This design comes from an exercise in tuning for small area on the open sky130 flow, not from production work. The RTL was checked by simulation tests, not by an equivalence proof against the original design. No activity file was given, so power comes from the tool's default toggle rates.

### config.mk
export PLATFORM = sky130hd
export DESIGN_NAME = aes_word_enc_core
export DESIGN_NICKNAME = aes_word_enc_core
export VERILOG_FILES = /design/flow/design.v
export SDC_FILE = /design/flow/constraint.sdc
export NUM_CORES = 4
export LEC_CHECK = 0
export CAP_MARGIN = 20
export CORE_MARGIN = 2
export CORE_UTILIZATION = 40
export SLEW_MARGIN = 20
### constraint.sdc
create_clock -name core_clock -period 25.0 [get_ports {clk}]
set_input_delay 5.0000 -clock core_clock [delete_from_list [all_inputs] [get_ports {clk}]]
set_output_delay 5.0000 -clock core_clock [all_outputs]
set_load 0.01 [all_outputs]
### design.v
package aes_enc_pkg;
   localparam logic [6:0] CNT_START = 7'd56;
   localparam logic [6:0] CNT_LAST  = 7'd127;
   localparam logic [31:0] POL_K0 = 32'h00000000;
   localparam logic [31:0] POL_K1 = 32'h00000000;
   localparam logic [31:0] POL_K2 = 32'hffffffff;
   localparam logic [31:0] POL_K3 = 32'h00000000;
   localparam logic [31:0] POL_K4 = 32'hffffffff;
   localparam logic [39:0] POL_S0 = 40'h0000000000;
   localparam logic [31:0] POL_S1 = 32'h00000000;
   localparam logic [31:0] POL_S2 = 32'h00ffff00;
   localparam logic [31:0] POL_S3 = 32'h0000ff00;
endpackage
module aes_enc_sched
(
   input  logic [6:0] i_cnt,
   output logic       o_ksel,     
   output logic [7:0] o_rcon,     
   output logic       o_wr,       
   output logic       o_load,     
   output logic       o_last,     
   output logic       o_kplain,   
   output logic       o_dld,      
   output logic       o_kv,
   output logic       o_done,
   output logic       o_ov,
   output logic [3:0] o_rnd
);
   always_comb begin
      o_ksel = 1'b0; o_rcon = 8'h00; o_wr = 1'b0; o_load = 1'b0; o_last = 1'b0;
      o_kplain = 1'b0; o_dld = 1'b0; o_kv = 1'b0; o_done = 1'b0; o_ov = 1'b0; o_rnd = 4'd0;
      case (i_cnt)
         7'd56: begin o_kplain = 1'b1; end
         7'd57: begin o_kplain = 1'b1; o_kv = 1'b1; end
         7'd58: begin o_wr = 1'b1; o_load = 1'b1; o_kplain = 1'b1; o_kv = 1'b1; end
         7'd59: begin o_wr = 1'b1; o_load = 1'b1; o_kplain = 1'b1; o_kv = 1'b1; end
         7'd60: begin o_wr = 1'b1; o_load = 1'b1; o_kplain = 1'b1; o_kv = 1'b1; end
         7'd61: begin o_wr = 1'b1; o_load = 1'b1; o_kv = 1'b1; end
         7'd62: begin o_ksel = 1'b1; o_kv = 1'b1; o_rcon = 8'h01; o_rnd = 4'd1; end
         7'd63: begin o_wr = 1'b1; o_kv = 1'b1; o_rnd = 4'd1; end
         7'd64: begin o_wr = 1'b1; o_kv = 1'b1; o_rnd = 4'd1; end
         7'd65: begin o_wr = 1'b1; o_kv = 1'b1; o_rnd = 4'd1; end
         7'd66: begin o_wr = 1'b1; o_kv = 1'b1; o_rnd = 4'd1; end
         7'd67: begin o_ksel = 1'b1; o_kv = 1'b1; o_rcon = 8'h02; o_rnd = 4'd1; end
         7'd68: begin o_wr = 1'b1; o_kv = 1'b1; o_rnd = 4'd2; end
         7'd69: begin o_wr = 1'b1; o_kv = 1'b1; o_rnd = 4'd2; end
         7'd70: begin o_wr = 1'b1; o_kv = 1'b1; o_rnd = 4'd2; end
         7'd71: begin o_wr = 1'b1; o_kv = 1'b1; o_rnd = 4'd2; end
         7'd72: begin o_ksel = 1'b1; o_kv = 1'b1; o_rcon = 8'h04; o_rnd = 4'd2; end
         7'd73: begin o_wr = 1'b1; o_kv = 1'b1; o_rnd = 4'd2; end
         7'd74: begin o_wr = 1'b1; o_kv = 1'b1; o_rnd = 4'd3; end
         7'd75: begin o_wr = 1'b1; o_kv = 1'b1; o_rnd = 4'd3; end
         7'd76: begin o_wr = 1'b1; o_kv = 1'b1; o_rnd = 4'd3; end
         7'd77: begin o_ksel = 1'b1; o_kv = 1'b1; o_rcon = 8'h08; o_rnd = 4'd3; end
         7'd78: begin o_wr = 1'b1; o_kv = 1'b1; o_rnd = 4'd3; end
         7'd79: begin o_wr = 1'b1; o_kv = 1'b1; o_rnd = 4'd3; end
         7'd80: begin o_wr = 1'b1; o_kv = 1'b1; o_rnd = 4'd4; end
         7'd81: begin o_wr = 1'b1; o_kv = 1'b1; o_rnd = 4'd4; end
         7'd82: begin o_ksel = 1'b1; o_kv = 1'b1; o_rcon = 8'h10; o_rnd = 4'd4; end
         7'd83: begin o_wr = 1'b1; o_kv = 1'b1; o_rnd = 4'd4; end
         7'd84: begin o_wr = 1'b1; o_kv = 1'b1; o_rnd = 4'd4; end
         7'd85: begin o_wr = 1'b1; o_kv = 1'b1; o_rnd = 4'd4; end
         7'd86: begin o_wr = 1'b1; o_kv = 1'b1; o_rnd = 4'd5; end
         7'd87: begin o_ksel = 1'b1; o_kv = 1'b1; o_rcon = 8'h20; o_rnd = 4'd5; end
         7'd88: begin o_wr = 1'b1; o_kv = 1'b1; o_rnd = 4'd5; end
         7'd89: begin o_wr = 1'b1; o_kv = 1'b1; o_rnd = 4'd5; end
         7'd90: begin o_wr = 1'b1; o_kv = 1'b1; o_rnd = 4'd5; end
         7'd91: begin o_wr = 1'b1; o_kv = 1'b1; o_rnd = 4'd5; end
         7'd92: begin o_ksel = 1'b1; o_kv = 1'b1; o_rcon = 8'h40; o_rnd = 4'd6; end
         7'd93: begin o_wr = 1'b1; o_kv = 1'b1; o_rnd = 4'd6; end
         7'd94: begin o_wr = 1'b1; o_kv = 1'b1; o_rnd = 4'd6; end
         7'd95: begin o_wr = 1'b1; o_kv = 1'b1; o_rnd = 4'd6; end
         7'd96: begin o_wr = 1'b1; o_kv = 1'b1; o_rnd = 4'd6; end
         7'd97: begin o_ksel = 1'b1; o_kv = 1'b1; o_rcon = 8'h80; o_rnd = 4'd6; end
         7'd98: begin o_wr = 1'b1; o_kv = 1'b1; o_rnd = 4'd7; end
         7'd99: begin o_wr = 1'b1; o_kv = 1'b1; o_rnd = 4'd7; end
         7'd100: begin o_wr = 1'b1; o_kv = 1'b1; o_rnd = 4'd7; end
         7'd101: begin o_wr = 1'b1; o_kv = 1'b1; o_rnd = 4'd7; end
         7'd102: begin o_ksel = 1'b1; o_kv = 1'b1; o_rcon = 8'h1b; o_rnd = 4'd7; end
         7'd103: begin o_wr = 1'b1; o_kv = 1'b1; o_rnd = 4'd7; end
         7'd104: begin o_wr = 1'b1; o_kv = 1'b1; o_rnd = 4'd8; end
         7'd105: begin o_wr = 1'b1; o_kv = 1'b1; o_rnd = 4'd8; end
         7'd106: begin o_wr = 1'b1; o_kv = 1'b1; o_rnd = 4'd8; end
         7'd107: begin o_ksel = 1'b1; o_kv = 1'b1; o_rcon = 8'h36; o_rnd = 4'd8; end
         7'd108: begin o_wr = 1'b1; o_last = 1'b1; o_kv = 1'b1; o_rnd = 4'd8; end
         7'd109: begin o_wr = 1'b1; o_last = 1'b1; o_kv = 1'b1; o_rnd = 4'd8; end
         7'd110: begin o_wr = 1'b1; o_last = 1'b1; o_kv = 1'b1; o_rnd = 4'd9; end
         7'd111: begin o_wr = 1'b1; o_last = 1'b1; o_kv = 1'b1; o_rnd = 4'd9; end
         7'd112: begin o_kv = 1'b1; o_rnd = 4'd9; end
         7'd113: begin o_kv = 1'b1; o_rnd = 4'd9; end
         7'd114: begin o_kv = 1'b1; o_rnd = 4'd9; end
         7'd115: begin o_kv = 1'b1; o_rnd = 4'd9; end
         7'd116: begin o_kv = 1'b1; o_rnd = 4'd10; end
         7'd117: begin o_kv = 1'b1; o_rnd = 4'd10; end
         7'd118: begin o_kv = 1'b1; o_rnd = 4'd10; end
         7'd119: begin o_kv = 1'b1; o_rnd = 4'd10; end
         7'd120: begin o_kv = 1'b1; o_rnd = 4'd10; end
         7'd121: begin o_kv = 1'b1; o_rnd = 4'd10; end
         7'd122: begin o_kv = 1'b1; end
         7'd123: begin o_dld = 1'b1; o_kv = 1'b1; o_done = 1'b1; end
         7'd124: begin o_dld = 1'b1; o_kv = 1'b1; o_done = 1'b1; o_ov = 1'b1; end
         7'd125: begin o_dld = 1'b1; o_kv = 1'b1; o_done = 1'b1; o_ov = 1'b1; end
         7'd126: begin o_dld = 1'b1; o_kv = 1'b1; o_done = 1'b1; o_ov = 1'b1; end
         7'd127: begin o_kv = 1'b1; o_done = 1'b1; o_ov = 1'b1; end
         default: ;
      endcase
   end
endmodule
module aes_sbox
(
   input  logic [7:0] i_byte,
   output logic [7:0] o_byte
);
   logic U0, U1, U2, U3, U4, U5, U6, U7;
   logic T1, T2, T3, T4, T5, T6, T7, T8, T9, T10;
   logic T11, T12, T13, T14, T15, T16, T17, T18, T19, T20;
   logic T21, T22, T23, T24, T25, T26, T27, M1, M2, M3;
   logic M4, M5, M6, M7, M8, M9, M10, M11, M12, M13;
   logic M14, M15, M16, M17, M18, M19, M20, M21, M22, M23;
   logic M24, M25, M26, M27, M28, M29, M30, M31, M32, M33;
   logic M34, M35, M36, M37, M38, M39, M40, M41, M42, M43;
   logic M44, M45, M46, M47, M48, M49, M50, M51, M52, M53;
   logic M54, M55, M56, M57, M58, M59, M60, M61, M62, M63;
   logic L0, L1, L2, L3, L4, L5, L6, L7, L8, L9;
   logic L10, L11, L12, L13, L14, L15, L16, L17, L18, L19;
   logic L20, L21, L22, L23, L24, L25, L26, L27, L28, L29;
   logic S0, S1, S2, S3, S4, S5, S6, S7;
   assign {U0, U1, U2, U3, U4, U5, U6, U7} = i_byte;
   assign T1 = U0 ^ U3;
   assign T2 = U0 ^ U5;
   assign T3 = U0 ^ U6;
   assign T4 = U3 ^ U5;
   assign T5 = U4 ^ U6;
   assign T6 = T1 ^ T5;
   assign T7 = U1 ^ U2;
   assign T8 = U7 ^ T6;
   assign T9 = U7 ^ T7;
   assign T10 = T6 ^ T7;
   assign T11 = U1 ^ U5;
   assign T12 = U2 ^ U5;
   assign T13 = T3 ^ T4;
   assign T14 = T6 ^ T11;
   assign T15 = T5 ^ T11;
   assign T16 = T5 ^ T12;
   assign T17 = T9 ^ T16;
   assign T18 = U3 ^ U7;
   assign T19 = T7 ^ T18;
   assign T20 = T1 ^ T19;
   assign T21 = U6 ^ U7;
   assign T22 = T7 ^ T21;
   assign T23 = T2 ^ T22;
   assign T24 = T2 ^ T10;
   assign T25 = T20 ^ T17;
   assign T26 = T3 ^ T16;
   assign T27 = T1 ^ T12;
   assign M1 = T13 & T6;
   assign M2 = T23 & T8;
   assign M3 = T14 ^ M1;
   assign M4 = T19 & U7;
   assign M5 = M4 ^ M1;
   assign M6 = T3 & T16;
   assign M7 = T22 & T9;
   assign M8 = T26 ^ M6;
   assign M9 = T20 & T17;
   assign M10 = M9 ^ M6;
   assign M11 = T1 & T15;
   assign M12 = T4 & T27;
   assign M13 = M12 ^ M11;
   assign M14 = T2 & T10;
   assign M15 = M14 ^ M11;
   assign M16 = M3 ^ M2;
   assign M17 = M5 ^ T24;
   assign M18 = M8 ^ M7;
   assign M19 = M10 ^ M15;
   assign M20 = M16 ^ M13;
   assign M21 = M17 ^ M15;
   assign M22 = M18 ^ M13;
   assign M23 = M19 ^ T25;
   assign M24 = M22 ^ M23;
   assign M25 = M22 & M20;
   assign M26 = M21 ^ M25;
   assign M27 = M20 ^ M21;
   assign M28 = M23 ^ M25;
   assign M29 = M28 & M27;
   assign M30 = M26 & M24;
   assign M31 = M20 & M23;
   assign M32 = M27 & M31;
   assign M33 = M27 ^ M25;
   assign M34 = M21 & M22;
   assign M35 = M24 & M34;
   assign M36 = M24 ^ M25;
   assign M37 = M21 ^ M29;
   assign M38 = M32 ^ M33;
   assign M39 = M23 ^ M30;
   assign M40 = M35 ^ M36;
   assign M41 = M38 ^ M40;
   assign M42 = M37 ^ M39;
   assign M43 = M37 ^ M38;
   assign M44 = M39 ^ M40;
   assign M45 = M42 ^ M41;
   assign M46 = M44 & T6;
   assign M47 = M40 & T8;
   assign M48 = M39 & U7;
   assign M49 = M43 & T16;
   assign M50 = M38 & T9;
   assign M51 = M37 & T17;
   assign M52 = M42 & T15;
   assign M53 = M45 & T27;
   assign M54 = M41 & T10;
   assign M55 = M44 & T13;
   assign M56 = M40 & T23;
   assign M57 = M39 & T19;
   assign M58 = M43 & T3;
   assign M59 = M38 & T22;
   assign M60 = M37 & T20;
   assign M61 = M42 & T1;
   assign M62 = M45 & T4;
   assign M63 = M41 & T2;
   assign L0 = M61 ^ M62;
   assign L1 = M50 ^ M56;
   assign L2 = M46 ^ M48;
   assign L3 = M47 ^ M55;
   assign L4 = M54 ^ M58;
   assign L5 = M49 ^ M61;
   assign L6 = M62 ^ L5;
   assign L7 = M46 ^ L3;
   assign L8 = M51 ^ M59;
   assign L9 = M52 ^ M53;
   assign L10 = M53 ^ L4;
   assign L11 = M60 ^ L2;
   assign L12 = M48 ^ M51;
   assign L13 = M50 ^ L0;
   assign L14 = M52 ^ M61;
   assign L15 = M55 ^ L1;
   assign L16 = M56 ^ L0;
   assign L17 = M57 ^ L1;
   assign L18 = M58 ^ L8;
   assign L19 = M63 ^ L4;
   assign L20 = L0 ^ L1;
   assign L21 = L1 ^ L7;
   assign L22 = L3 ^ L12;
   assign L23 = L18 ^ L2;
   assign L24 = L15 ^ L9;
   assign L25 = L6 ^ L10;
   assign L26 = L7 ^ L9;
   assign L27 = L8 ^ L10;
   assign L28 = L11 ^ L14;
   assign L29 = L11 ^ L17;
   assign S0 = L6 ^ L24;
   assign S1 = ~(L16 ^ L26);
   assign S2 = ~(L19 ^ L28);
   assign S3 = L6 ^ L21;
   assign S4 = L20 ^ L22;
   assign S5 = L25 ^ L29;
   assign S6 = ~(L13 ^ L27);
   assign S7 = ~(L6 ^ L23);
   assign o_byte = {S0, S1, S2, S3, S4, S5, S6, S7};
endmodule
import aes_enc_pkg::*;
module aes_word_enc_core
(
   input  logic         clk,
   input  logic         reset,
   input  logic         start,
   input  logic         selEncDec,
   input  logic [127:0] key_in,
   input  logic [31:0]  data_in,
   output logic [31:0]  data_out,
   output logic [6:0]   signals
);
   function automatic logic [7:0] xtime(input logic [7:0] b);
      xtime = {b[6:0], 1'b0} ^ (b[7] ? 8'h1b : 8'h00);
   endfunction
   logic [6:0]   r_cnt;
   logic [31:0]  r_k0, r_k1, r_k2, r_k3, r_k4;
   logic [39:0]  r_s0;
   logic [31:0]  r_s1, r_s2, r_s3;
   logic [31:0]  r_dout;
   logic [31:0]  k0, k1, k2, k3, k4;
   logic [39:0]  s0;
   logic [31:0]  s1, s2, s3;
   logic         w_idle;
   logic         w_ksel;     
   logic         w_wr;       
   logic         w_load;     
   logic         w_last;     
   logic         w_kplain;   
   logic         w_dld;      
   logic         w_kv, w_done, w_ov;
   logic [7:0]   w_rcon;
   logic [3:0]   w_rnd;
   logic [7:0]   w_sbi [4];
   logic [7:0]   w_a   [4];
   logic [31:0]  w_mix;
   logic [31:0]  w_wd;
   logic [31:0]  w_kx;
   logic [31:0]  w_k4n;
   logic [39:0]  w_s0n;
   logic [31:0]  w_s1n, w_s2n, w_s3n;
   assign k0 = r_k0 ^ POL_K0;
   assign k1 = r_k1 ^ POL_K1;
   assign k2 = r_k2 ^ POL_K2;
   assign k3 = r_k3 ^ POL_K3;
   assign k4 = r_k4 ^ POL_K4;
   assign s0 = r_s0 ^ POL_S0;
   assign s1 = r_s1 ^ POL_S1;
   assign s2 = r_s2 ^ POL_S2;
   assign s3 = r_s3 ^ POL_S3;
   assign w_idle = (r_cnt == 7'd0) || (r_cnt == CNT_LAST);
   aes_enc_sched u_sched (
      .i_cnt    (r_cnt),
      .o_ksel   (w_ksel),
      .o_rcon   (w_rcon),
      .o_wr     (w_wr),
      .o_load   (w_load),
      .o_last   (w_last),
      .o_kplain (w_kplain),
      .o_dld    (w_dld),
      .o_kv     (w_kv),
      .o_done   (w_done),
      .o_ov     (w_ov),
      .o_rnd    (w_rnd)
   );
   assign signals  = {w_ov, w_done, w_rnd, w_kv};
   assign data_out = r_dout;
   assign w_sbi[0] = w_ksel ? k3[23:16] : s0[7:0];
   assign w_sbi[1] = w_ksel ? k3[15:8]  : s1[7:0];
   assign w_sbi[2] = w_ksel ? k3[7:0]   : s2[7:0];
   assign w_sbi[3] = w_ksel ? k3[31:24] : s3[7:0];
   for (genvar g = 0; g < 4; g++) begin : g_sbox
      aes_sbox u_sbox (
         .i_byte (w_sbi[g]),
         .o_byte (w_a[g])
      );
   end
   logic [7:0] w_tt;
   assign w_tt = w_a[0] ^ w_a[1] ^ w_a[2] ^ w_a[3];
   always_comb begin
      for (int r = 0; r < 4; r++)
         w_mix[8 * (3 - r) +: 8] = w_a[r] ^ ({8{!w_last}} & (w_tt ^ xtime(w_a[r] ^ w_a[(r + 1) % 4])));
   end
   assign w_wd  = (w_load ? data_in : w_mix) ^ k4;
   assign w_kx  = w_ksel   ? ({w_a[0], w_a[1], w_a[2], w_a[3]} ^ {w_rcon, 24'h000000}) :
                  w_kplain ? 32'h00000000 : k4;
   assign w_k4n = w_idle ? key_in[31:0] : k0 ^ w_kx;
   assign w_s0n = {(w_wr ? w_wd[31:24] : s0[7:0]), s0[39:8]};
   assign w_s1n = {(w_wr ? w_wd[23:16] : s1[7:0]), s1[31:8]};
   assign w_s2n = w_ksel ? {s2[15:0], s2[31:16]} : {(w_wr ? w_wd[15:8] : s2[7:0]), s2[31:8]};
   assign w_s3n = w_ksel ? {s3[23:0], s3[31:24]} : {(w_wr ? w_wd[7:0] : s3[7:0]), s3[31:8]};
   always_ff @(posedge clk) begin
      if (reset)          r_cnt <= 7'd0;
      else if (w_idle) begin
         r_cnt <= (start && !selEncDec) ? CNT_START : 7'd0;
      end else            r_cnt <= r_cnt + 7'd1;
   end
   always_ff @(posedge clk) begin
      r_k0 <= k1 ^ POL_K0;
      if (w_idle) begin
         r_k1 <= key_in[127:96] ^ POL_K1;
         r_k2 <= key_in[95:64]  ^ POL_K2;
         r_k3 <= key_in[63:32]  ^ POL_K3;
      end else begin
         r_k1 <= k2 ^ POL_K1;
         r_k2 <= k3 ^ POL_K2;
         r_k3 <= k4 ^ POL_K3;
      end
      r_k4 <= w_k4n ^ POL_K4;
   end
   always_ff @(posedge clk) begin
      r_s0 <= w_s0n ^ POL_S0;
      r_s1 <= w_s1n ^ POL_S1;
      r_s2 <= w_s2n ^ POL_S2;
      r_s3 <= w_s3n ^ POL_S3;
   end
   always_ff @(posedge clk) begin
      if (reset)      r_dout <= 32'h00000000;
      else if (w_dld) r_dout <= {s0[7:0], s1[15:8], s2[15:8], s3[15:8]};
   end
endmodule
### flow/run.sh
#!/bin/bash
# Own flow: the standard layout (standard.sh), except that synthesis runs own_synth.tcl,
# which is synth_recipe.tcl with Yosys's abc pass given abc_area.script, and the port buffers are
# the smallest buffer cell. Registers, their names
# and cell types are those of the standard synthesis (ABC maps only the combinational logic).
# Each step's full output goes to a log file of its own in the work folder.
set -euo pipefail
W=$PWD
bash standard.sh SYNTH_SCRIPT="$W/flow/own_synth.tcl" synth > "$W/own_synth.log" 2>&1
# Ports are buffered as in the standard flow, with the smallest buffer instead of ORFS's pick.
# Clock tree: bigger sink clusters and no dummy loads, to use fewer clock buffers.
bash standard.sh BUFFER_PORTS_ARGS="-buffer_cell sky130_fd_sc_hd__buf_1" \
   CTS_ARGS="$(cat "$W/flow/cts_args")" finish > "$W/own_layout.log" 2>&1
### flow/abc_area.script
strash
balance
rewrite
refactor
balance
rewrite
rewrite -z
balance
refactor -z
rewrite -z
balance
dch -f
amap
topo
### flow/cts_args
-sink_clustering_enable -repair_clock_nets -dont_use_dummy_load -buf_list sky130_fd_sc_hd__clkbuf_16 -sink_clustering_size 24 -sink_clustering_max_diameter 200
### flow/own_synth.tcl
set own_abc_script [file join [file dirname [file normalize [info script]]] abc_area.script]
proc synth {args} { yosys synth -nofsm -noshare {*}$args }
proc abc {args} {
  set i [lsearch -exact $args -script]
  if {$i >= 0} { lset args [expr {$i + 1}] $::own_abc_script }
  yosys abc {*}$args
}
unset -nocomplain ::env(ADDER_MAP_FILE)
source $::env(SCRIPTS_DIR)/synth.tcl
# left out here: clear keep_hierarchy, flatten, clean up, hide names made inside functions, write 1_2_yosys.v
### standard.sh
#!/bin/bash
# synth_recipe.tcl (not shown) runs the flow's synth.tcl, then flattens the netlist and writes it again
# the make line also repeats each setting of config.mk as NAME=value (left out here)
make -C /OpenROAD-flow-scripts/flow DESIGN_CONFIG=/design/flow/config.mk WORK_HOME=/design/flow/orfs CLKGATE_MAP_FILE= SYNTH_SCRIPT=/design/flow/synth_recipe.tcl "${@:-finish}"
==> results of run 1 <==
## power by group through the flow
stage               clock network (mW)  logic (mW)  registers [mW]
global route                     0.316        2.11           0.788
finish                           0.288        1.91           0.773
detailed placement                   0        1.86           0.783
floorplan                            0        1.34           0.741
CTS                              0.299        1.87           0.772
global placement                     0        1.86           0.782
## worst max path at each step
stage	to	from	depth (start not counted)	slack (ns)
floorplan	r_s2[31]	r_cnt[2]	46	8.42
global placement	r_s3[31]	r_cnt[2]	43	12.62
detailed placement	r_s3[31]	r_cnt[2]	43	12.47
CTS	r_s3[31]	r_cnt[2]	43	12.39
global route	r_s3[31]	r_cnt[2]	43	10.78
finish	r_s3[31]	r_cnt[2]	43	12.12
## registers in the layout, summed over array words and instances, names as in the netlist
signal / cells
r_s3: 32
r_k1: 32
r_k0: 32
r_cnt: 7
r_dout: 32
r_k4: 32
r_s1: 32
r_k2: 32
r_s2: 32
r_k3: 32
r_s0: 40
## final cells by class
class	instances	area (um^2)
clock buffer	17	425
multi-input combinational	1509	7850
inverter	245	926
antenna	1	2.50
fill	3950	20400
sequential	335	6710
tap	511	639
timing repair buffer	219	886
## cells by family after synthesis
family | after synthesis
XOR/XNOR | 15
buffers and inverters | 248
AND/OR/NAND/NOR | 573
AO/OA/AOI/OAI | 921
flip-flops | 335
## cell usage in the layout (no fill, tap or decap), types with 2 or more instances in the layout
cell type  synthesis  layout
xnor2_1            3       3
o21ai_0          242     242
a211oi_1          17      16
o31ai_1            4       4
clkbuf_16          0      17
nor2b_1            8       8
and2_0            15      15
o22a_1            14      14
or2_0              7       6
nor3_1            10       9
dfxtp_1          335     335
o221ai_1           9       9
inv_2              0       2
buf_4              3      17
o22ai_1          371     370
xor2_1            12      12
o221a_1           16      16
a21oi_1          218     218
a31oi_1            6       6
a22o_1             2       2
nor2_1           360     360
nand2_1          169     169
clkinv_1         245     241
buf_1              0     202
a22oi_1            8       8
o32ai_1            8       7
## per-layer routing
| metal | vias up | part of all wire | GRT usage |
|---|---|---|---|
| met3 | 62 | 0.056 | 0.0330 |
| li1 | 8065 | - | - |
| met2 | 464 | 0.44 | 0.397 |
| met4 | 0 | 0.026 | 0.0619 |
| met5 | - | 0 | 0 |
| met1 | 7016 | 0.48 | 0.362 |
## worst register-to-register path, delay by kind of cell, from the launching register on
family | cells | cell delay, ns
buf+inv | 11 | 3.88
compound gates | 23 | 7.41
simple gates | 8 | 0.74
flops | 1 | 0.51
xor+xnor | 1 | 0.27
==> run summary, run 1 <==
Status: timing/DRC/antenna clean
Launch point of the worst reg-to-reg path: r_cnt[2]
Largest family of logic cells by synthesized area: compound AO/OA/AOI/OAI gates
Clock Path Buffers: 3
Syn-to-layout area delta: 13.0%
Worst hold path class: reg2reg
Initial drt markers: 1308
Root Buffer: clkbuf_16
Fin worst setup slack: 12.12 ns
Vias in the first global route: 14100
Post-Synth Simple-Gate Area: 0.146
Post-layout net count: 2491
Logic gate share of total power: 0.642
Buf/Inv on CP: 11
Avg Cell Area, Syn: 7.37 um^2
Final cell count without fillers: 2837
Final setup viols: 0
Synth Warn #: 5
Total power: 2.97 mW
Die Span Y: 200 um
Maximum operating frequency: 77.6 MHz
Int Pwr: 1.43 mW
Distinct cells, synth: 33
CP max stage cell: o22ai_1
Initial antenna violation count: 1
PostCTS Resize Cnt: 0
Synth top area cells: dfxtp_1 43%, o22ai_1 15%, nor2_1 8.8%
Commonest cells in the netlist: 371 x o22ai_1, 360 x nor2_1, 335 x dfxtp_1, 245 x clkinv_1, 242 x o21ai_0
Startpoint types: flop
Number of synthesized flops with an enable pin: 0
Crit path required time: 25.45 ns
Clk pin slew, worst setup/hold paths: 0.11 ns
Hold wc startpoint: r_s1[20]
Post-synthesis register bit count: 335
Synth Instances: 2092
Register area share after synthesis: 0.435
Vias: 15600
Clock Skew: 0.0230 ns
Final Hold Viols: 0
RePlAce Congestion: 0.931
GRT overflow: 0
NetSw: 1.54 mW
Die area: 40200 um^2
Leak: 6.13 nW
WL final: 52400 um
VDD IR max: 0.110 mV
Setup crit end kind: flop
Worst path max stage delay: 0.63 ns
CTS tree: built
Crit-path max FO: 96
First-pass GRT wire length: 80000 um
CTS Buf Count: 17
Min cycle time layout: 12.88 ns
Post-synthesis adder-cell area fraction: 0
Core area: 37800 um^2
CTS Hold Bufs: 0
Slew Limit Fails: 0
WS Path Type: reg2reg
Mux share of post-synthesis cell area: 0
Post-synthesis compound-gate area fraction: 0.350
Post-synth top flop: dfxtp_1
Placed Instances: 2819
Most frequent cell after synthesis: o22ai_1
Wire length per cell: 18.5 um
Port-buffer cells: 202
Post-synth net total: 2256
Skew-Pair Late Insertion Delay: 0.54 ns
Drt via density: 5.50
Largest net degree at the start of global routing: 97
Worst hold path endpoint: r_s1[12]
Hold path depth: 0
RSZ-0062 raised after global routing: false
Hold WS: 0.325 ns
Crit path max-delay family: compound AO/OA/AOI/OAI gates
Mapped Area: 15400 um^2
# DRC: 0
Yosys top cell by area: dfxtp_1
Period utilisation layout: 0.515
Net Sw Frac: 0.519
Chip Width: 200 um
Post-CTS Repair Setup Buffers: 0
Clk network pwr share: 0.097
Xor/xnor share of the synthesized area: 0.00852
PwrDens: 170 nW/um^2
I/O pin count: 203
Setup TNS: 0 ns
Clock sink total: 335
Fraction of layout cells with a size suffix above 1: 0.0189
Arrival time of the worst setup path: 13.33 ns
Flop2flop setup slack: 12.12 ns
H-tree levels: 1
Number of max-cap violations: 0
Post-DP HPWL: 38800 um
Worst Reg-to-Reg Cells: 43
DP Area: 17000 um^2
Ys async rst share: 0
GRT Total Usage: 0.251
Pre-CTS setup slack: 12.47 ns
Sequential share of power: 0.261
Std cell rows: 71
Synth top area share: 0.435
Worst-Margin Slew: 1.01 ns
DR pass1 iterations: 5
Utilization after layout: 0.461
Initial core utilization: 0.408
Reg2reg end: r_s3[31]
Remaining antenna violation count: 0
Design area: 17400 um^2
Worst slew margin: 0.329
==> run 2, diff against run 1 <==
==> flow/abc_area.script (replaced) <==
strash
dc2
strash
dch -f
amap
topo
--- a/config.mk
+++ b/config.mk
@@ -7,5 +7,5 @@
 export LEC_CHECK = 0
 export CAP_MARGIN = 20
 export CORE_MARGIN = 2
-export CORE_UTILIZATION = 40
+export CORE_UTILIZATION = 80
 export SLEW_MARGIN = 20
==> run 2 against run 1 <==
Against the previous run:
- the run now fails in global placement (3_3_place_gp)
- synthesized area decreased by 0.51%
- synthesized cell count decreased by 0.48%
==> run summary, run 2 <==
Last stage reached: global placement (3_3_place_gp)
Initial core utilization: 0.818 (+0.410)
Xor/xnor share of the synthesized area: 0.00514 (-0.00338)
Register area share after synthesis: 0.437 (+0.00223)
Port-buffer cells: 202 (unchanged)
Commonest cells in the netlist: 344 x nor2_1, 335 x dfxtp_1, 329 x o22ai_1, 246 x a21oi_1, 244 x o21ai_0
Post-Synth Simple-Gate Area: 0.150 (+0.00466)
Std cell rows: 50 (-30%)
Mux share of post-synthesis cell area: 0 (unchanged)
Halt Reason: [ERROR GPL-0301] Utilization 100.785 % exceeds 100%.
Avg Cell Area, Syn: 7.37 um^2 (about the same)
Post-synthesis compound-gate area fraction: 0.352 (+0.00229)
Mapped Area: 15300 um^2 (-0.51%)
Ys async rst share: 0 (unchanged)
Post-synth net total: 2246 (-0.44%)
Most frequent cell after synthesis: nor2_1
I/O pin count: 203 (unchanged)
Post-synthesis register bit count: 335 (unchanged)
Synth Instances: 2082 (-0.48%)
Yosys top cell by area: dfxtp_1
Post-synthesis adder-cell area fraction: 0 (unchanged)
Die Span Y: 143 um (-29%)
Chip Width: 143 um (-29%)
Synth Warn #: 5 (unchanged)
Number of synthesized flops with an enable pin: 0 (unchanged)
Synth top area share: 0.437 (+0.00223)
Distinct cells, synth: 36 (+9.1%)
Status: did not finish
Post-synth top flop: dfxtp_1
Synth top area cells: dfxtp_1 44%, o22ai_1 13%, nor2_1 8.4%
Largest family of logic cells by synthesized area: compound AO/OA/AOI/OAI gates
==> run 2: cells by family after synthesis <==
group / after synthesis
xor+xnor: 9
flops: 335
simple gates: 591
buf+inv: 223
compound gates: 924
==> run 3, diff against run 2 <==
==> flow/abc_area.script (replaced) <==
strash
resub -K 8
dc2
strash
dch -f
amap
topo
--- a/config.mk
+++ b/config.mk
@@ -7,5 +7,5 @@
 export LEC_CHECK = 0
 export CAP_MARGIN = 20
 export CORE_MARGIN = 2
-export CORE_UTILIZATION = 80
+export CORE_UTILIZATION = 65
 export SLEW_MARGIN = 20
==> run 3 against run 2 <==
Against the previous run:
- now clean on timing, DRC and antenna
- synthesized cell count is essentially flat
- synthesized area shrank 0.27%
==> run summary, run 3 <==
Launch point of the worst reg-to-reg path: r_cnt[3]
Post-synth top flop: dfxtp_1
Initial drt markers: 1771
Clk pin slew, worst setup/hold paths: 0.10 ns
WS Path Type: reg2reg
Reg2reg end: r_s2[31]
Final setup viols: 0
Initial antenna violation count: 1
Worst hold path endpoint: r_k0[10]
Initial core utilization: 0.658 (-0.160)
Clock Skew: 0.0510 ns
Synth Warn #: 5 (unchanged)
Ys async rst share: 0 (unchanged)
PostCTS Resize Cnt: 0
Avg Cell Area, Syn: 7.35 um^2 (-0.32%)
WL final: 51100 um
Hold path depth: 0
Drt via density: 6.37
Port-buffer cells: 202 (unchanged)
Hold wc startpoint: r_k1[10]
Post-synthesis register bit count: 335 (unchanged)
Worst path max stage delay: 0.66 ns
Crit-path max FO: 72
Largest net degree at the start of global routing: 112
Worst Reg-to-Reg Cells: 48
Core area: 23300 um^2
ANT cells: 0
Number of synthesized flops with an enable pin: 0 (unchanged)
Clock sink total: 335
Distinct cells, synth: 32 (-11%)
RePlAce Congestion: 0.971
PwrDens: 123 nW/um^2
# DRC: 0
Syn-to-layout area delta: 11.4%
Startpoint types: flop
GRT Total Usage: 0.392
Synth top area share: 0.438 (+0.00118)
Slew Limit Fails: 0
Crit path required time: 25.40 ns
Wire length per cell: 19.4 um
Skew-Pair Late Insertion Delay: 0.53 ns
Worst-Margin Slew: 0.919 ns
Std cell rows: 56 (+12%)
Buf/Inv on CP: 13
Synth Instances: 2083 (+0.048%)
CTS tree: built
Biggest register: r_s0
Number of max-cap violations: 0
CP max stage cell: buf_4
Largest register FFs: 40
Setup crit end kind: flop
Maximum operating frequency: 79.1 MHz
Worst hold path class: reg2reg
Most frequent cell after synthesis: o22ai_1
Post-layout net count: 2482
CTS Hold Bufs: 0
Arrival time of the worst setup path: 13.04 ns
Period utilisation layout: 0.505
VDD IR max: 0.0805 mV
DP Area: 16600 um^2
Root Buffer: clkbuf_16
Post-DP HPWL: 37100 um
Commonest cells in the netlist: 363 x o22ai_1, 337 x nor2_1, 335 x dfxtp_1, 245 x a21oi_1, 243 x clkinv_1
RSZ-0062 raised after global routing: false
Synth top area cells: dfxtp_1 44%, o22ai_1 15%, nor2_1 8.3%
Chip Width: 157 um (+10%)
Vias in the first global route: 15200
Clock Path Buffers: 3
Setup TNS: 0 ns
Fraction of layout cells with a size suffix above 1: 0.0181
Most used cell, CP: clkinv_1
Post-CTS Repair Setup Buffers: 0
Crit path max-delay family: compound AO/OA/AOI/OAI gates
Final Hold Viols: 0
Leading cell type in the layout, fill and taps excluded: o22ai_1
GRT overflow: 0
DR pass1 iterations: 6
Leak: 6.13 nW
H-tree levels: 1
Die area: 24800 um^2
Commonest non-fill, non-tap cells in the layout: 362 x o22ai_1, 335 x nor2_1, 335 x dfxtp_1
Vias: 16800
Die Span Y: 157 um (+10%)
First-pass GRT wire length: 77000 um
Remaining antenna violation count: 0
Status: timing/DRC/antenna clean
CTS Buf Count: 17
Worst slew margin: 0.386
Post-synth net total: 2247 (+0.045%)
Mapped Area: 15300 um^2 (-0.27%)
I/O pin count: 203 (unchanged)
Register area share after synthesis: 0.438 (+0.00118)
Yosys top cell by area: dfxtp_1
Design area: 17100 um^2
Min cycle time layout: 12.64 ns
Flop2flop setup slack: 12.36 ns
==> run 3: cell types whose count changed after synthesis, sizes merged, moves of 7 or more <==
| cell | change |
|---|---|
| o22ai | +34 |
| clkinv | +23 |
| nand2 | -15 |
| nor2b | -10 |
| o21ai | -8 |
| nor2 | -7 |
==> run 3: per-stage QoR <==
step	setup WS [ns]	hold WS (ns)	std cells	util	power, mW
after floorplan	8.25	0.310	2083	-	1.47
after global placement	13.00	0.310	2617	0.714	1.72
after detailed placement	12.81	0.312	2618	0.715	1.76
after CTS	12.78	0.314	2635	0.733	2.04
after global routing	11.29	0.313	2635	0.733	2.21
final	12.36	0.303	2635	0.733	2.09
==> run 3: per-layer routing <==
layer / vias up / GRT usage / wire, um
met4: 2 / 0.189 / 2670
met1: 7468 / 0.503 / 20300
met3: 211 / 0.0719 / 5330
met2: 1034 / 0.639 / 22800
li1: 8062 / - / -
met5: - / 0 / 18
==> run 3: how the worst max path moves through the flow <==
stage / cells past startpoint / start / slack, ns / endpoint
finish: 48 / r_cnt[3] / 12.36 / r_s2[31]
global route: 46 / r_cnt[3] / 11.29 / r_s3[31]
CTS: 46 / r_cnt[3] / 12.78 / r_s2[31]
detailed placement: 46 / r_cnt[3] / 12.81 / r_s2[31]
global placement: 46 / r_cnt[3] / 13.00 / r_s2[31]
floorplan: 47 / r_cnt[3] / 8.25 / r_s2[31]
==> run 3: layout make-up <==
class	count	area [um^2]
inverter	243	917
multi-input combinational	1502	7700
tap	319	399
fill	1834	6210
timing repair buffer	219	906
sequential	335	6710
clock buffer	17	425
==> run 3: worst reg2reg max path, delay by kind of cell, from the launching register on <==
family | cells | cell delay [ns]
compound gates | 24 | 6.96
buf+inv | 13 | 3.45
simple gates | 11 | 1.56
flops | 1 | 0.53
==> run 3: logic make-up (layout without fill, tap and decap cells) <==
logic type      count (synthesis)  after routing  share of synthesized area
buf+inv                       246            479                     0.0611
compound gates                934            934                      0.356
simple gates                  565            565                      0.143
flops                         335            335                      0.438
xor+xnor                        3              3                    0.00172
==> run 3: report_power, final <==
group	internal [mW]	switching, mW	leakage [nW]	total, mW
sequential	0.684	0.0970	2.81	0.781
combinational	0.334	0.688	3.12	1.02
clock	0.122	0.166	0.209	0.288
total	1.14	0.951	6.13	2.09
==> run 4, diff against run 3 <==
==> flow/abc_area.script (replaced) <==
strash
dc2
strash
dch -f
amap
topo
==> run 4 against run 3 <==
Against the previous run:
- sequential power increased by 0.9%
- critical path depth decreased by 2
- via count increased by 0.35%
- final area increased by 0.29%
- core utilization about the same
- maximum frequency increased by 0.15%
- critical path type unchanged
- largest power group unchanged
- highest routed layer is now met4
==> run summary, run 4 <==
Core area: 23300 um^2 (+0.30%)
Die Span Y: 158 um (+0.13%)
PwrDens: 115 nW/um^2 (-6.5%)
Std cell rows: 56 (unchanged)
CTS tree: built
Ys async rst share: 0 (unchanged)
Maximum operating frequency: 79.3 MHz (+0.15%)
CTS Buf Count: 17 (unchanged)
GRT overflow: 0 (unchanged)
Top routing layer used: met4
Status: timing/DRC/antenna clean
WS Path Type: reg2reg
Synth Instances: 2082 (-0.048%)
Buf/Inv on CP: 10 (-3)
Initial antenna violation count: 0 (-1)
Min cycle time layout: 12.62 ns (-0.0195 ns)
Chip Width: 158 um (+0.13%)
Wire length per cell: 19.5 um (+0.47%)
Port-buffer cells: 202 (unchanged)
Clk pin slew, worst setup/hold paths: 0.10 ns (about the same)
WL final: 51300 um (+0.51%)
Multi-input logic area: 7850 um^2 (+1.9%)
Post-CTS Repair Setup Buffers: 0 (unchanged)
Met2 WL: 23300 um (+2.2%)
Post-synthesis register bit count: 335 (unchanged)
Final setup viols: 0 (unchanged)
Drt via density: 6.39 (+0.31%)
CP max stage cell: o21ai_0
First-pass GRT wire length: 79000 um (+2.6%)
Leading cell type in the layout, fill and taps excluded: nor2_1
H-tree levels: 1 (unchanged)
Leak: 6.15 nW (+0.21%)
GRT Total Usage: 0.402 (+0.00937)
RePlAce Congestion: 0.959 (-1.3%)
CTS Hold Bufs: 0 (unchanged)
Worst hold path class: reg2reg
Largest register FFs: 40 (unchanged)
Biggest register: r_s0
Sequential share of power: 0.402 (+0.029)
# DRC: 0 (unchanged)
Setup TNS: 0 ns (unchanged)
Int Pwr: 1.10 mW (-3.2%)
Crit path max-delay family: compound AO/OA/AOI/OAI gates
Post-synth top flop: dfxtp_1
Root Buffer: clkbuf_16
Commonest non-fill, non-tap cells in the layout: 342 x nor2_1, 335 x dfxtp_1, 327 x o22ai_1
Worst-Margin Slew: 1.00 ns (+0.0840 ns)
Clk network pwr share: 0.145 (+0.007)
ANT cells: 0 (unchanged)
Synth Warn #: 5 (unchanged)
PostCTS Resize Cnt: 0 (unchanged)
Register area share after synthesis: 0.437 (-0.00118)
Slew Limit Fails: 0 (unchanged)
Period utilisation layout: 0.505 (-0.000780)
Largest net degree at the start of global routing: 104 (-7.1%)
Worst path max stage delay: 0.77 ns (+0.11 ns)
Initial drt markers: 2054 (+16%)
Final Hold Viols: 0 (unchanged)
Post-DP HPWL: 37900 um (+2.0%)
Synth top area share: 0.437 (-0.00118)
Crit path required time: 25.43 ns (+0.03 ns)
Most frequent cell after synthesis: nor2_1
Utilization after layout: 0.733 (about the same)
Post-layout net count: 2483 (+0.040%)
Worst slew margin: 0.331 (-0.0551)
VDD IR max: 0.129 mV (+60%)
Post-synth net total: 2246 (-0.045%)
Fill cells: 1809 (-1.4%)
Crit-path max FO: 78 (+8.3%)
Mapped Area: 15300 um^2 (+0.27%)
NetSw: 0.857 mW (-9.8%)
Syn-to-layout area delta: 11.4% (about the same)
Number of synthesized flops with an enable pin: 0 (unchanged)
Clock Skew: 0.0161 ns (-0.0349 ns)
DR pass1 iterations: 6 (unchanged)
Met1 WL: 20400 um (+0.47%)
Logic gate share of total power: 0.453 (-0.036)
Distinct cells, synth: 36 (+13%)
Net Sw Frac: 0.437 (-0.0175)
Setup crit end kind: flop
Metal3 WL: 5170 um (-3.0%)
Initial core utilization: 0.658 (about the same)
Vias: 16800 (+0.35%)
Remaining antenna violation count: 0 (unchanged)
Arrival time of the worst setup path: 13.05 ns (about the same)
Skew-Pair Late Insertion Delay: 0.51 ns (-0.02 ns)
Number of max-cap violations: 0 (unchanged)
Startpoint types: flop
Clock sink total: 335 (unchanged)
Avg Cell Area, Syn: 7.37 um^2 (+0.32%)
Clock Path Buffers: 3 (unchanged)
Fraction of layout cells with a size suffix above 1: 0.0194 (+0.00129)
RSZ-0062 raised after global routing: false
Die area: 24900 um^2 (+0.26%)
Synth top area cells: dfxtp_1 44%, o22ai_1 13%, nor2_1 8.4%
Commonest cells in the netlist: 344 x nor2_1, 335 x dfxtp_1, 329 x o22ai_1, 246 x a21oi_1, 244 x o21ai_0
FF+latch area: 6710 um^2 (unchanged)
Vias in the first global route: 15300 (+0.61%)
Yosys top cell by area: dfxtp_1
I/O pin count: 203 (unchanged)
-- run 4: changes by cell type after synthesis, moves of 5 or more --
cell	previous run	this run
o22ai_1	363	329
clkinv_1	243	220
or2_0	8	3
xnor2_1	0	5
nor2_1	337	344
nand2_1	188	203
o21ai_0	236	244
nor2b_1	5	15
-- run 4: metal layers --
| layer | vias to the layer above | GRT usage |
|---|---|---|
| li1 | 8062 | - |
| met1 | 7526 | 0.530 |
| met2 | 1062 | 0.660 |
| met3 | 185 | 0.0457 |
| met4 | 0 | 0.188 |
| met5 | - | 0 |
-- run 4: final cells by class --
| class | count | share of cell area |
|---|---|---|
| inverters | 220 | 0.0483 |
| repair buffers | 221 | 0.0527 |
| flip-flops and latches | 335 | 0.392 |
| multi-input cells | 1524 | 0.459 |
| well taps | 319 | 0.0233 |
| clock buffers | 17 | 0.0249 |
-- run 4: cells by family after synthesis --
family | Yosys count | synth area share
buffers and inverters | 223 | 0.0553
AO/OA/AOI/OAI | 924 | 0.352
flip-flops | 335 | 0.437
AND/OR/NAND/NOR | 591 | 0.150
XOR/XNOR | 9 | 0.00514
-- run 4: metrics by stage --
step | setup slack, ns | cell area, um^2 | hold WS (ns) | std cells | total power, mW
global placement | 13.10 | 16700 | 0.309 | 2619 | 1.61
global route | 11.37 | 17100 | 0.340 | 2636 | 2.08
floorplan | 7.33 | 15300 | 0.310 | 2082 | 1.41
CTS | 12.92 | 17100 | 0.334 | 2636 | 1.93
detailed placement | 12.96 | 16700 | 0.312 | 2619 | 1.64
finish | 12.38 | 17100 | 0.333 | 2636 | 1.96
-- run 4: path summary, 6_finish.rpt --
kind                               start  cells after the start  endpoint  slack, ns
worst max-delay path            r_cnt[2]                     46  r_s3[28]      12.38
worst min-delay path            r_s0[11]                      0   r_s0[3]       0.33
worst max register to register  r_cnt[2]                     46  r_s3[28]      12.38
worst min register to register  r_s0[11]                      0   r_s0[3]       0.33
-- run 4: power by group through the flow --
| stage | clock [mW] | sequential (mW) | combinational (mW) |
|---|---|---|---|
| after floorplan | 0 | 0.749 | 0.659 |
| after global placement | 0 | 0.786 | 0.826 |
| after detailed placement | 0 | 0.791 | 0.854 |
| after CTS | 0.285 | 0.782 | 0.863 |
| after global routing | 0.302 | 0.798 | 0.979 |
| final | 0.285 | 0.788 | 0.888 |
==> run 5, diff against run 4 <==
==> flow/cts_args (replaced) <==
-sink_clustering_enable -repair_clock_nets -dont_use_dummy_load -buf_list sky130_fd_sc_hd__clkbuf_16 -sink_clustering_size 27 -sink_clustering_max_diameter 200
--- a/config.mk
+++ b/config.mk
@@ -7,5 +7,5 @@
 export LEC_CHECK = 0
 export CAP_MARGIN = 20
 export CORE_MARGIN = 2
-export CORE_UTILIZATION = 65
+export CORE_UTILIZATION = 40
 export SLEW_MARGIN = 20
==> run 5 against run 4 <==
Against the previous run:
- still clean on timing, DRC and antenna
- total power decreased by 0.35%
- setup slack improved by 0.26 ns
- register-to-register slack improved by 0.26 ns
- sequential cell count unchanged
- non-clock buffer count increased by 3
- synthesized cell count unchanged
- final area increased by 1.5%
- highest routed layer unchanged
==> run summary, run 5 <==
Leading cell type in the layout, fill and taps excluded: nor2_1
Drt via density: 5.54 (-13%)
Clk network pwr share: 0.143 (-0.002)
Remaining antenna violation count: 0 (unchanged)
WS Path Type: reg2reg
Post-synthesis register bit count: 335 (unchanged)
Launch point of the worst reg-to-reg path: r_cnt[2]
Clock Path Buffers: 3 (unchanged)
Root Buffer: clkbuf_16
Worst path max stage delay: 0.75 ns (-0.02 ns)
Commonest non-fill, non-tap cells in the layout: 342 x nor2_1, 335 x dfxtp_1, 327 x o22ai_1
Vias in the first global route: 13900 (-8.9%)
Largest family of logic cells by synthesized area: compound AO/OA/AOI/OAI gates
Yosys top cell by area: dfxtp_1
NetSw: 0.855 mW (-0.33%)
Biggest register: r_s0
VDD IR max: 0.103 mV (-20%)
Synth Warn #: 5 (unchanged)
Final setup viols: 0 (unchanged)
Crit-path max FO: 79 (+1.3%)
Mux share of post-synthesis cell area: 0 (unchanged)
CTS Buf Count: 16 (-1)
Post-CTS Repair Setup Buffers: 0 (unchanged)
Port-buffer cells: 202 (unchanged)
CP Launch Point: r_cnt[2]
Worst hold path class: reg2reg
Startpoint types: flop
Crit path required time: 25.41 ns (-0.02 ns)
Clk pin slew, worst setup/hold paths: 0.11 ns (about the same)
Std cell rows: 71 (+27%)
Worst slew margin: 0.336 (+0.00466)
Metal3 WL: 2450 um (-53%)
Number of synthesized flops with an enable pin: 0 (unchanged)
Core area: 37800 um^2 (+62%)
DR pass1 iterations: 5 (-1)
Post-DP HPWL: 42000 um (+11%)
Largest net degree at the start of global routing: 194 (+87%)
H-tree levels: 1 (unchanged)
Register area share after synthesis: 0.437 (unchanged)
Initial core utilization: 0.407 (-0.251)
Post-synthesis adder-cell area fraction: 0 (unchanged)
Skew-Pair Late Insertion Delay: 0.53 ns (+0.02 ns)
Met1 WL: 26800 um (+32%)
WL final: 55100 um (+7.4%)
GRT Total Usage: 0.270 (-0.131)
Final Hold Viols: 0 (unchanged)
Int Pwr: 1.10 mW (-0.36%)
ANT cells: 0 (unchanged)
Synth top area cells: dfxtp_1 44%, o22ai_1 13%, nor2_1 8.4%
Top routing layer used: met4
CTS tree: built
Syn-to-layout area delta: 13.1%
Commonest cells in the netlist: 344 x nor2_1, 335 x dfxtp_1, 329 x o22ai_1, 246 x a21oi_1, 244 x o21ai_0
Total power: 1.95 mW (-0.35%)
Setup TNS: 0 ns (unchanged)
Ys async rst share: 0 (unchanged)
Avg Cell Area, Syn: 7.37 um^2 (unchanged)
Hold wc startpoint: r_k1[0]
Die area: 40000 um^2 (+61%)
PwrDens: 113 nW/um^2 (-1.8%)
First-pass GRT wire length: 82200 um (+4.2%)
Post-synth top flop: dfxtp_1
RSZ-0062 raised after global routing: false
Post-synth net total: 2246 (unchanged)
Arrival time of the worst setup path: 12.77 ns (-0.28 ns)
Leak: 6.15 nW (+0.11%)
Wire length per cell: 19.5 um (about the same)
Clock sink total: 335 (unchanged)
I/O pin count: 203 (unchanged)
RePlAce Congestion: 0.943 (-1.6%)
Post-layout net count: 2485 (+0.081%)
Mapped Area: 15300 um^2 (unchanged)
Synth top area share: 0.437 (unchanged)
Net Sw Frac: 0.437 (about the same)
PostCTS Resize Cnt: 0 (unchanged)
Most frequent cell after synthesis: nor2_1
Met2 WL: 24800 um (+6.4%)
Largest register FFs: 40 (unchanged)
Period utilisation layout: 0.494 (-0.0102)
Number of max-cap violations: 0 (unchanged)
CTS Hold Bufs: 0 (unchanged)
Crit path max-delay family: compound AO/OA/AOI/OAI gates
Vias: 15700 (-6.9%)
Post-synthesis compound-gate area fraction: 0.352 (unchanged)
Min cycle time layout: 12.36 ns (-0.255 ns)
Clock Skew: 0.0535 ns (+0.0374 ns)
Maximum operating frequency: 80.9 MHz (+2.1%)
Synth Instances: 2082 (unchanged)
Worst-Margin Slew: 0.986 ns (-0.0174 ns)
Slew Limit Fails: 0 (unchanged)
Chip Width: 200 um (+27%)
Buf/Inv on CP: 11 (+1)
Status: timing/DRC/antenna clean
CP max stage cell: o41ai_1
Logic gate share of total power: 0.453 (about the same)
Initial antenna violation count: 0 (unchanged)
Setup crit end kind: flop
Most used cell, CP: nor2_1
GRT overflow: 0 (unchanged)
# DRC: 0 (unchanged)
Fraction of layout cells with a size suffix above 1: 0.0203 (+0.000846)
Xor/xnor share of the synthesized area: 0.00514 (unchanged)
Distinct cells, synth: 36 (unchanged)
Initial drt markers: 1154 (-44%)
Sequential share of power: 0.404 (+0.002)
Post-Synth Simple-Gate Area: 0.150 (unchanged)
Die Span Y: 200 um (+27%)
-- run 5: path summary, 6_finish.rpt --
path / end / slack, ns / depth (start not counted)
max reg2reg: r_s0[34] / 12.64 / 46
min: r_k0[0] / 0.33 / 0
min reg2reg: r_k0[0] / 0.33 / 0
max: r_s0[34] / 12.64 / 46
-- run 5: area by class of cell --
type	instances	area [um^2]
Timing Repair Buffer	224	936
Tap cell	511	639
Sequential cell	335	6710
Multi-Input combinational cell	1524	7850
Clock buffer	16	400
Fill cell	3974	20400
Inverter	220	826
-- run 5: kinds of logic after synthesis --
group,Yosys count
xor gates and xnor gates,9
buffers and inverters,223
AOI/OAI and AO/OA,924
and+or+nand+nor,591
DFF,335
-- run 5: worst reg2reg max path: cells and delay by family, from the launching register on --
kind | cells | cell delay (ns)
AOI/OAI and AO/OA | 21 | 6.88
buffers and inverters | 11 | 2.81
and+or+nand+nor | 12 | 1.49
xor gates and xnor gates | 2 | 0.59
DFF | 1 | 0.50
-- run 5: per-layer routing --
layer  global-route usage  up-vias
li1                     -     8073
met3               0.0294       57
met5                    0        -
met2                0.437      396
met4               0.0568        0
met1                0.388     7144
-- run 5: power by group through the flow --
| stage | Combinational, mW | Sequential [mW] | Clock, mW |
|---|---|---|---|
| after global placement | 0.868 | 0.799 | 0 |
| after CTS | 0.883 | 0.788 | 0.291 |
| after global routing | 0.998 | 0.802 | 0.306 |
| final | 0.885 | 0.789 | 0.279 |
| after detailed placement | 0.879 | 0.799 | 0 |
| after floorplan | 0.659 | 0.749 | 0 |
-- run 5: metrics by stage --
step | utilization | worst slack, ns | hold slack (ns) | instance area (um^2) | instances
5_1_grt | 0.460 | 11.30 | 0.340 | 17400 | 2830
6_report | 0.460 | 12.64 | 0.332 | 17400 | 2830
4_1_cts | 0.460 | 13.00 | 0.333 | 17400 | 2830
3_5_place_dp | 0.449 | 13.05 | 0.312 | 17000 | 2814
2_1_floorplan | - | 7.33 | 0.310 | 15300 | 2082
3_3_place_gp | 0.449 | 13.18 | 0.310 | 17000 | 2814
==> run 6, diff against run 5 <==
==> flow/cts_args (replaced) <==
-sink_clustering_enable -repair_clock_nets -dont_use_dummy_load -buf_list sky130_fd_sc_hd__clkbuf_16 -sink_clustering_size 30 -sink_clustering_max_diameter 60
--- a/config.mk
+++ b/config.mk
@@ -7,5 +7,5 @@
 export LEC_CHECK = 0
 export CAP_MARGIN = 20
 export CORE_MARGIN = 2
-export CORE_UTILIZATION = 40
+export CORE_UTILIZATION = 65
 export SLEW_MARGIN = 20
==> run 6 against run 5 <==
Against the previous run:
- still clean
- critical path depth down 2
- synthesized area unchanged
- die area down 38%
- worst hold slack worse by 0.025 ns
- clock skew up 0.024 ns
- first-iteration DRC count up 70%
- wire length down 6.2%
- cell count down 6.7%
- register-to-register slack worse by 0.21 ns
- sequential power about the same
- critical path type unchanged
==> run summary, run 6 <==
Clk pin slew, worst setup/hold paths: 0.10 ns (about the same)
Core area: 23300 um^2 (-38%)
Syn-to-layout area delta: 12.1%
Crit-path max FO: 78 (-1.3%)
Root Buffer: clkbuf_16
Largest net degree at the start of global routing: 104 (-46%)
PostCTS Resize Cnt: 0 (unchanged)
CTS tree: built
Status: timing/DRC/antenna clean
Post-synthesis register bit count: 335 (unchanged)
# DRC: 0 (unchanged)
Worst Reg-to-Reg Cells: 44 (-4.3%)
Initial drt markers: 1965 (+70%)
Final Hold Viols: 0 (unchanged)
Final setup viols: 0 (unchanged)
FF+latch area: 6710 um^2 (unchanged)
Chip Width: 158 um (-21%)
Reg2reg end: r_s3[31]
Initial core utilization: 0.658 (+0.251)
Flop2flop setup slack: 12.43 ns (-0.21 ns)
Most frequent cell after synthesis: nor2_1
Biggest register: r_s0
Drt via density: 6.38 (+15%)
Port-buffer cells: 202 (unchanged)
Post-synth top flop: dfxtp_1
DR pass1 iterations: 6 (+1)
Launch point of the worst reg-to-reg path: r_cnt[2]
Placed Instances: 2619 (-6.9%)
Number of synthesized flops with an enable pin: 0 (unchanged)
Most used cell, CP: clkinv_1
Design area: 17200 um^2 (-0.86%)
WL final: 51700 um (-6.2%)
Clock sink total: 335 (unchanged)
Largest register FFs: 40 (unchanged)
Crit path required time: 25.39 ns (-0.02 ns)
DP Area: 16700 um^2 (-1.6%)
CP max stage cell: o21ai_0
Worst hold path class: reg2reg
Initial antenna violation count: 0 (unchanged)
CP Launch Point: r_cnt[2]
First-pass GRT wire length: 79300 um (-3.6%)
Fraction of layout cells with a size suffix above 1: 0.0211 (+0.000844)
Multi-input logic area: 7850 um^2 (unchanged)
Ys async rst share: 0 (unchanged)
Mapped Area: 15300 um^2 (unchanged)
H-tree levels: 1 (unchanged)
Arrival time of the worst setup path: 12.95 ns (+0.18 ns)
RePlAce Congestion: 0.959 (+1.7%)
Skew-Pair Late Insertion Delay: 0.55 ns (+0.02 ns)
RSZ-0062 raised after global routing: false
Min cycle time layout: 12.57 ns (+0.207 ns)
Final cell count without fillers: 2640 (-6.7%)
Buf/Inv on CP: 10 (-1)
Number of max-cap violations: 0 (unchanged)
Period utilisation layout: 0.503 (+0.00826)
Avg Cell Area, Syn: 7.37 um^2 (unchanged)
Commonest non-fill, non-tap cells in the layout: 342 x nor2_1, 335 x dfxtp_1, 327 x o22ai_1
PwrDens: 116 nW/um^2 (+3.1%)
VDD IR max: 0.137 mV (+33%)
Vias: 16900 (+7.5%)
Crit path max-delay family: compound AO/OA/AOI/OAI gates
Post-CTS Repair Setup Buffers: 0 (unchanged)
Clock Skew: 0.0777 ns (+0.0242 ns)
Wire length per cell: 19.6 um (+0.58%)
Synth Warn #: 5 (unchanged)
Register area share after synthesis: 0.437 (unchanged)
I/O pin count: 203 (unchanged)
Critical path endpoint: r_s3[31]
Fill cells: 1806 (-55%)
Setup TNS: 0 ns (unchanged)
GRT Total Usage: 0.403 (+0.133)
Maximum operating frequency: 79.6 MHz (-1.6%)
Startpoint types: flop
Synth top area cells: dfxtp_1 44%, o22ai_1 13%, nor2_1 8.4%
Worst slew margin: 0.319 (-0.0171)
CTS Hold Bufs: 0 (unchanged)
Leak: 6.20 nW (+0.69%)
Vias in the first global route: 15400 (+11%)
Post-layout net count: 2487 (+0.080%)
Synth top area share: 0.437 (unchanged)
CTS Buf Count: 21 (+5)
Remaining antenna violation count: 0 (unchanged)
WS Path Type: reg2reg
Worst-Margin Slew: 1.02 ns (+0.0360 ns)
Post-synth net total: 2246 (unchanged)
Setup crit end kind: flop
Die Span Y: 158 um (-21%)
GRT overflow: 0 (unchanged)
Instance count on the critical path: 44 (-4.3%)
Commonest cells in the netlist: 344 x nor2_1, 335 x dfxtp_1, 329 x o22ai_1, 246 x a21oi_1, 244 x o21ai_0
Clock Path Buffers: 3 (unchanged)
Synth Instances: 2082 (unchanged)
Distinct cells, synth: 36 (unchanged)
Yosys top cell by area: dfxtp_1
ANT cells: 0 (unchanged)
Slew Limit Fails: 0 (unchanged)
Std cell rows: 56 (-21%)
Leading cell type in the layout, fill and taps excluded: nor2_1
Post-DP HPWL: 37900 um (-9.7%)
Total power: 2.00 mW (+2.2%)
Die area: 24900 um^2 (-38%)
Worst path max stage delay: 0.78 ns (+0.03 ns)
==> run 6: cell counts after synthesis <==
Identical to the previous run, type by type.
==> run 6: area by class of cell <==
type | instances | area share
clock buffers | 21 | 0.0305
inverters | 220 | 0.0480
multi-input cells | 1524 | 0.456
flip-flops and latches | 335 | 0.390
well taps | 319 | 0.0232
repair buffers | 221 | 0.0524
==> run 6: logic make-up (layout without fill, tap and decap cells) <==
family                 after synthesis  after routing  share of synthesized area
flip-flops                         335            335                      0.437
XOR/XNOR                             9              9                    0.00514
AO/OA/AOI/OAI                      924            924                      0.352
buffers and inverters              223            462                     0.0553
AND/OR/NAND/NOR                    591            591                      0.150
==> run 6: worst min-delay path by stage <==
stage,startpoint,to,cells past startpoint
final,r_s1[26],r_s1[18],0
after floorplan,r_k1[0],r_k0[0],0
after global routing,r_s1[26],r_s1[18],0
after global placement,r_s0[27],r_s0[19],0
after CTS,r_s1[26],r_s1[18],0
after detailed placement,r_k1[1],r_k0[1],0
==> run 6: power breakdown <==
| part | switching, mW | leakage [nW] | internal [mW] | total (mW) |
|---|---|---|---|---|
| combinational | 0.594 | 3.12 | 0.295 | 0.889 |
| clock | 0.171 | 0.259 | 0.149 | 0.320 |
| sequential | 0.102 | 2.81 | 0.686 | 0.788 |
==> run 6: per-layer routing <==
layer | part of all wire | GRT usage | routed length, um | vias to the layer above
li1 | - | - | - | 8071
met1 | 0.40 | 0.529 | 20700 | 7593
met2 | 0.45 | 0.662 | 23300 | 999
met3 | 0.095 | 0.0465 | 4920 | 190
met4 | 0.055 | 0.199 | 2840 | 0
met5 | 0 | 0 | 0 | -
==> run 6: through the flow <==
stage | hold WS, ns | util | worst slack [ns]
after CTS | 0.303 | 0.737 | 12.89
after global routing | 0.298 | 0.737 | 11.39
final | 0.307 | 0.737 | 12.43
after global placement | 0.309 | 0.715 | 13.10
after floorplan | 0.310 | - | 7.33
after detailed placement | 0.312 | 0.715 | 12.96
==> run 7, diff against run 6 <==
==> flow/cts_args (replaced) <==
-sink_clustering_enable -repair_clock_nets -dont_use_dummy_load -buf_list sky130_fd_sc_hd__clkbuf_16 -sink_clustering_size 27 -sink_clustering_max_diameter 100
==> run 7 against run 6 <==
Against the previous run:
- synthesized area is the same
- clock skew fell by 0.027 ns
- die area did not move
- total power is 2.5% lower
- final area is 0.73% lower
- critical path depth is the same
==> run summary, run 7 <==
Post-CTS Repair Setup Buffers: 0 (unchanged)
CP max stage cell: o21ai_0
Met1 WL: 20500 um (-0.82%)
Net Sw Frac: 0.437 (+0.00274)
Status: timing/DRC/antenna clean
Root Buffer: clkbuf_16
Clock Path Buffers: 3 (unchanged)
Buf/Inv on CP: 10 (unchanged)
Worst hold path class: reg2reg
Final setup viols: 0 (unchanged)
ANT cells: 0 (unchanged)
Met2 WL: 22900 um (-1.5%)
Synth top area cells: dfxtp_1 44%, o22ai_1 13%, nor2_1 8.4%
Top routing layer used: met4
Post-synthesis register bit count: 335 (unchanged)
CTS Hold Bufs: 0 (unchanged)
Crit path max-delay family: compound AO/OA/AOI/OAI gates
Clock Skew: 0.0509 ns (-0.0268 ns)
DR pass1 iterations: 6 (unchanged)
Fill cells: 1811 (+0.28%)
GRT overflow: 0 (unchanged)
Most frequent cell after synthesis: nor2_1
Flop2flop setup slack: 12.43 ns (about the same)
Std cell rows: 56 (unchanged)
Worst Reg-to-Reg Cells: 44 (unchanged)
First-pass GRT wire length: 78900 um (-0.46%)
GRT Total Usage: 0.401 (-0.00237)
Largest net degree at the start of global routing: 104 (unchanged)
Vias: 16800 (-0.13%)
Maximum operating frequency: 79.6 MHz (about the same)
Clock sink total: 335 (unchanged)
Die area: 24900 um^2 (unchanged)
I/O pin count: 203 (unchanged)
RSZ-0062 raised after global routing: false
Synth Instances: 2082 (unchanged)
Register area share after synthesis: 0.437 (unchanged)
Leak: 6.13 nW (-0.99%)
Chip Width: 158 um (unchanged)
CTS Buf Count: 16 (-24%)
FF+latch area: 6710 um^2 (unchanged)
Clk pin slew, worst setup/hold paths: 0.10 ns (about the same)
Core area: 23300 um^2 (unchanged)
Post-DP HPWL: 37900 um (unchanged)
# DRC: 0 (unchanged)
Leading cell type in the layout, fill and taps excluded: nor2_1
Logic gate share of total power: 0.454 (+0.009)
VDD IR max: 0.126 mV (-8.0%)
Number of max-cap violations: 0 (unchanged)
Avg Cell Area, Syn: 7.37 um^2 (unchanged)
Fraction of layout cells with a size suffix above 1: 0.0190 (-0.00211)
Skew-Pair Late Insertion Delay: 0.52 ns (-0.03 ns)
Drt via density: 6.39 (about the same)
Final Hold Viols: 0 (unchanged)
Commonest non-fill, non-tap cells in the layout: 342 x nor2_1, 335 x dfxtp_1, 327 x o22ai_1
PostCTS Resize Cnt: 0 (unchanged)
PwrDens: 114 nW/um^2 (-1.8%)
Initial drt markers: 1905 (-3.1%)
H-tree levels: 1 (unchanged)
WS Path Type: reg2reg
Worst-Margin Slew: 1.02 ns (-0.00551 ns)
Initial core utilization: 0.658 (unchanged)
Wire length per cell: 19.5 um (-0.60%)
Hold WS: 0.335 ns (+0.0279 ns)
Hold wc startpoint: r_s0[22]
Arrival time of the worst setup path: 12.97 ns (+0.02 ns)
Crit path required time: 25.41 ns (+0.02 ns)
Worst path max stage delay: 0.79 ns (about the same)
Startpoint types: flop
Number of synthesized flops with an enable pin: 0 (unchanged)
Synth Warn #: 5 (unchanged)
Largest register FFs: 40 (unchanged)
Post-synth net total: 2246 (unchanged)
Clk network pwr share: 0.142 (-0.018)
Worst hold path endpoint: r_s0[14]
Worst slew margin: 0.322 (+0.00367)
Initial antenna violation count: 1 (+1)
NetSw: 0.850 mW (-1.9%)
Metal3 WL: 4970 um (+1.1%)
Commonest cells in the netlist: 344 x nor2_1, 335 x dfxtp_1, 329 x o22ai_1, 246 x a21oi_1, 244 x o21ai_0
Ys async rst share: 0 (unchanged)
Int Pwr: 1.10 mW (-3.0%)
Biggest register: r_s0
Crit-path max FO: 78 (unchanged)
Post-layout net count: 2482 (-0.20%)
WL final: 51300 um (-0.79%)
RePlAce Congestion: 0.959 (unchanged)
Die Span Y: 158 um (unchanged)
Syn-to-layout area delta: 11.3%
Sequential share of power: 0.404 (+0.010)
Period utilisation layout: 0.503 (about the same)
Launch point of the worst reg-to-reg path: r_cnt[2]
Multi-input logic area: 7850 um^2 (unchanged)
CTS tree: built
Slew Limit Fails: 0 (unchanged)
Setup crit end kind: flop
Most used cell, CP: clkinv_1
Hold path depth: 0 (unchanged)
Distinct cells, synth: 36 (unchanged)
Min cycle time layout: 12.57 ns (-0.000300 ns)
Yosys top cell by area: dfxtp_1
Post-synth top flop: dfxtp_1
Remaining antenna violation count: 0 (unchanged)
Mapped Area: 15300 um^2 (unchanged)
Reg2reg end: r_s3[31]
Synth top area share: 0.437 (unchanged)
Setup TNS: 0 ns (unchanged)
Port-buffer cells: 202 (unchanged)
Vias in the first global route: 15300 (-0.58%)
run 7: cell count changes in the layout (fill, tap and decap cells not counted), sizes merged:
cell	delta
clkbuf	-5
run 7: final cells by class:
| cell class | instances | share of cell area |
|---|---|---|
| Tap cell | 319 | 0.0234 |
| Multi-Input combinational cell | 1524 | 0.459 |
| Inverter | 220 | 0.0483 |
| Clock buffer | 16 | 0.0234 |
| Sequential cell | 335 | 0.393 |
| Timing Repair Buffer | 221 | 0.0527 |
run 7: worst register-to-register path: cells and delay by family (launching register included):
family	cells	cell delay, ns
AND/OR/NAND/NOR	11	1.56
buffers and inverters	10	3.24
flip-flops	1	0.53
AO/OA/AOI/OAI	23	7.17
run 7: per-layer routing:
| metal | vias up | GRT usage |
|---|---|---|
| li1 | 8072 | - |
| met1 | 7517 | 0.522 |
| met2 | 1026 | 0.657 |
| met3 | 216 | 0.0504 |
| met4 | 0 | 0.203 |
| met5 | - | 0 |
run 7: power by group through the flow:
| stage | clock network (mW) | registers [mW] | logic (mW) |
|---|---|---|---|
| floorplan | 0 | 0.749 | 0.659 |
| global placement | 0 | 0.786 | 0.826 |
| detailed placement | 0 | 0.791 | 0.854 |
| CTS | 0.276 | 0.781 | 0.860 |
| global route | 0.292 | 0.796 | 0.976 |
| finish | 0.276 | 0.787 | 0.885 |
run 7: kinds of logic (layout without fill, tap and decap cells):
family,count (synthesis),in the layout,synth area share
AO/OA/AOI/OAI,924,924,0.352
XOR/XNOR,9,9,0.00514
buffers and inverters,223,457,0.0553
flip-flops,335,335,0.437
AND/OR/NAND/NOR,591,591,0.150
run 7: through the flow:
stage          total power, mW  utilization  instance area (um^2)  instances  setup WS [ns]
6_report                  1.95        0.732                 17100       2635          12.43
5_1_grt                   2.06        0.732                 17100       2635          11.36
4_1_cts                   1.92        0.732                 17100       2635          12.90
3_5_place_dp              1.64        0.715                 16700       2619          12.96
3_3_place_gp              1.61        0.715                 16700       2619          13.10
2_1_floorplan             1.41            -                 15300       2082           7.33
run 7: how the worst max path moves through the flow:
stage                        start  depth (start not counted)  endpoint
after floorplan           r_cnt[2]                         46  r_s2[31]
after global placement    r_cnt[2]                         42  r_s3[31]
after detailed placement  r_cnt[2]                         46  r_s3[28]
after CTS                 r_cnt[2]                         46  r_s3[28]
after global routing      r_cnt[2]                         46  r_s3[28]
final                     r_cnt[2]                         44  r_s3[31]

Check on run 7: ideal ports give 12.433 ns setup slack; a clkbuf_16 on the clock port and buf_2 on the inputs give 12.433 ns; moving port delays by the midpoint clock arrival (0.550 ns) as well gives 12.433 ns.
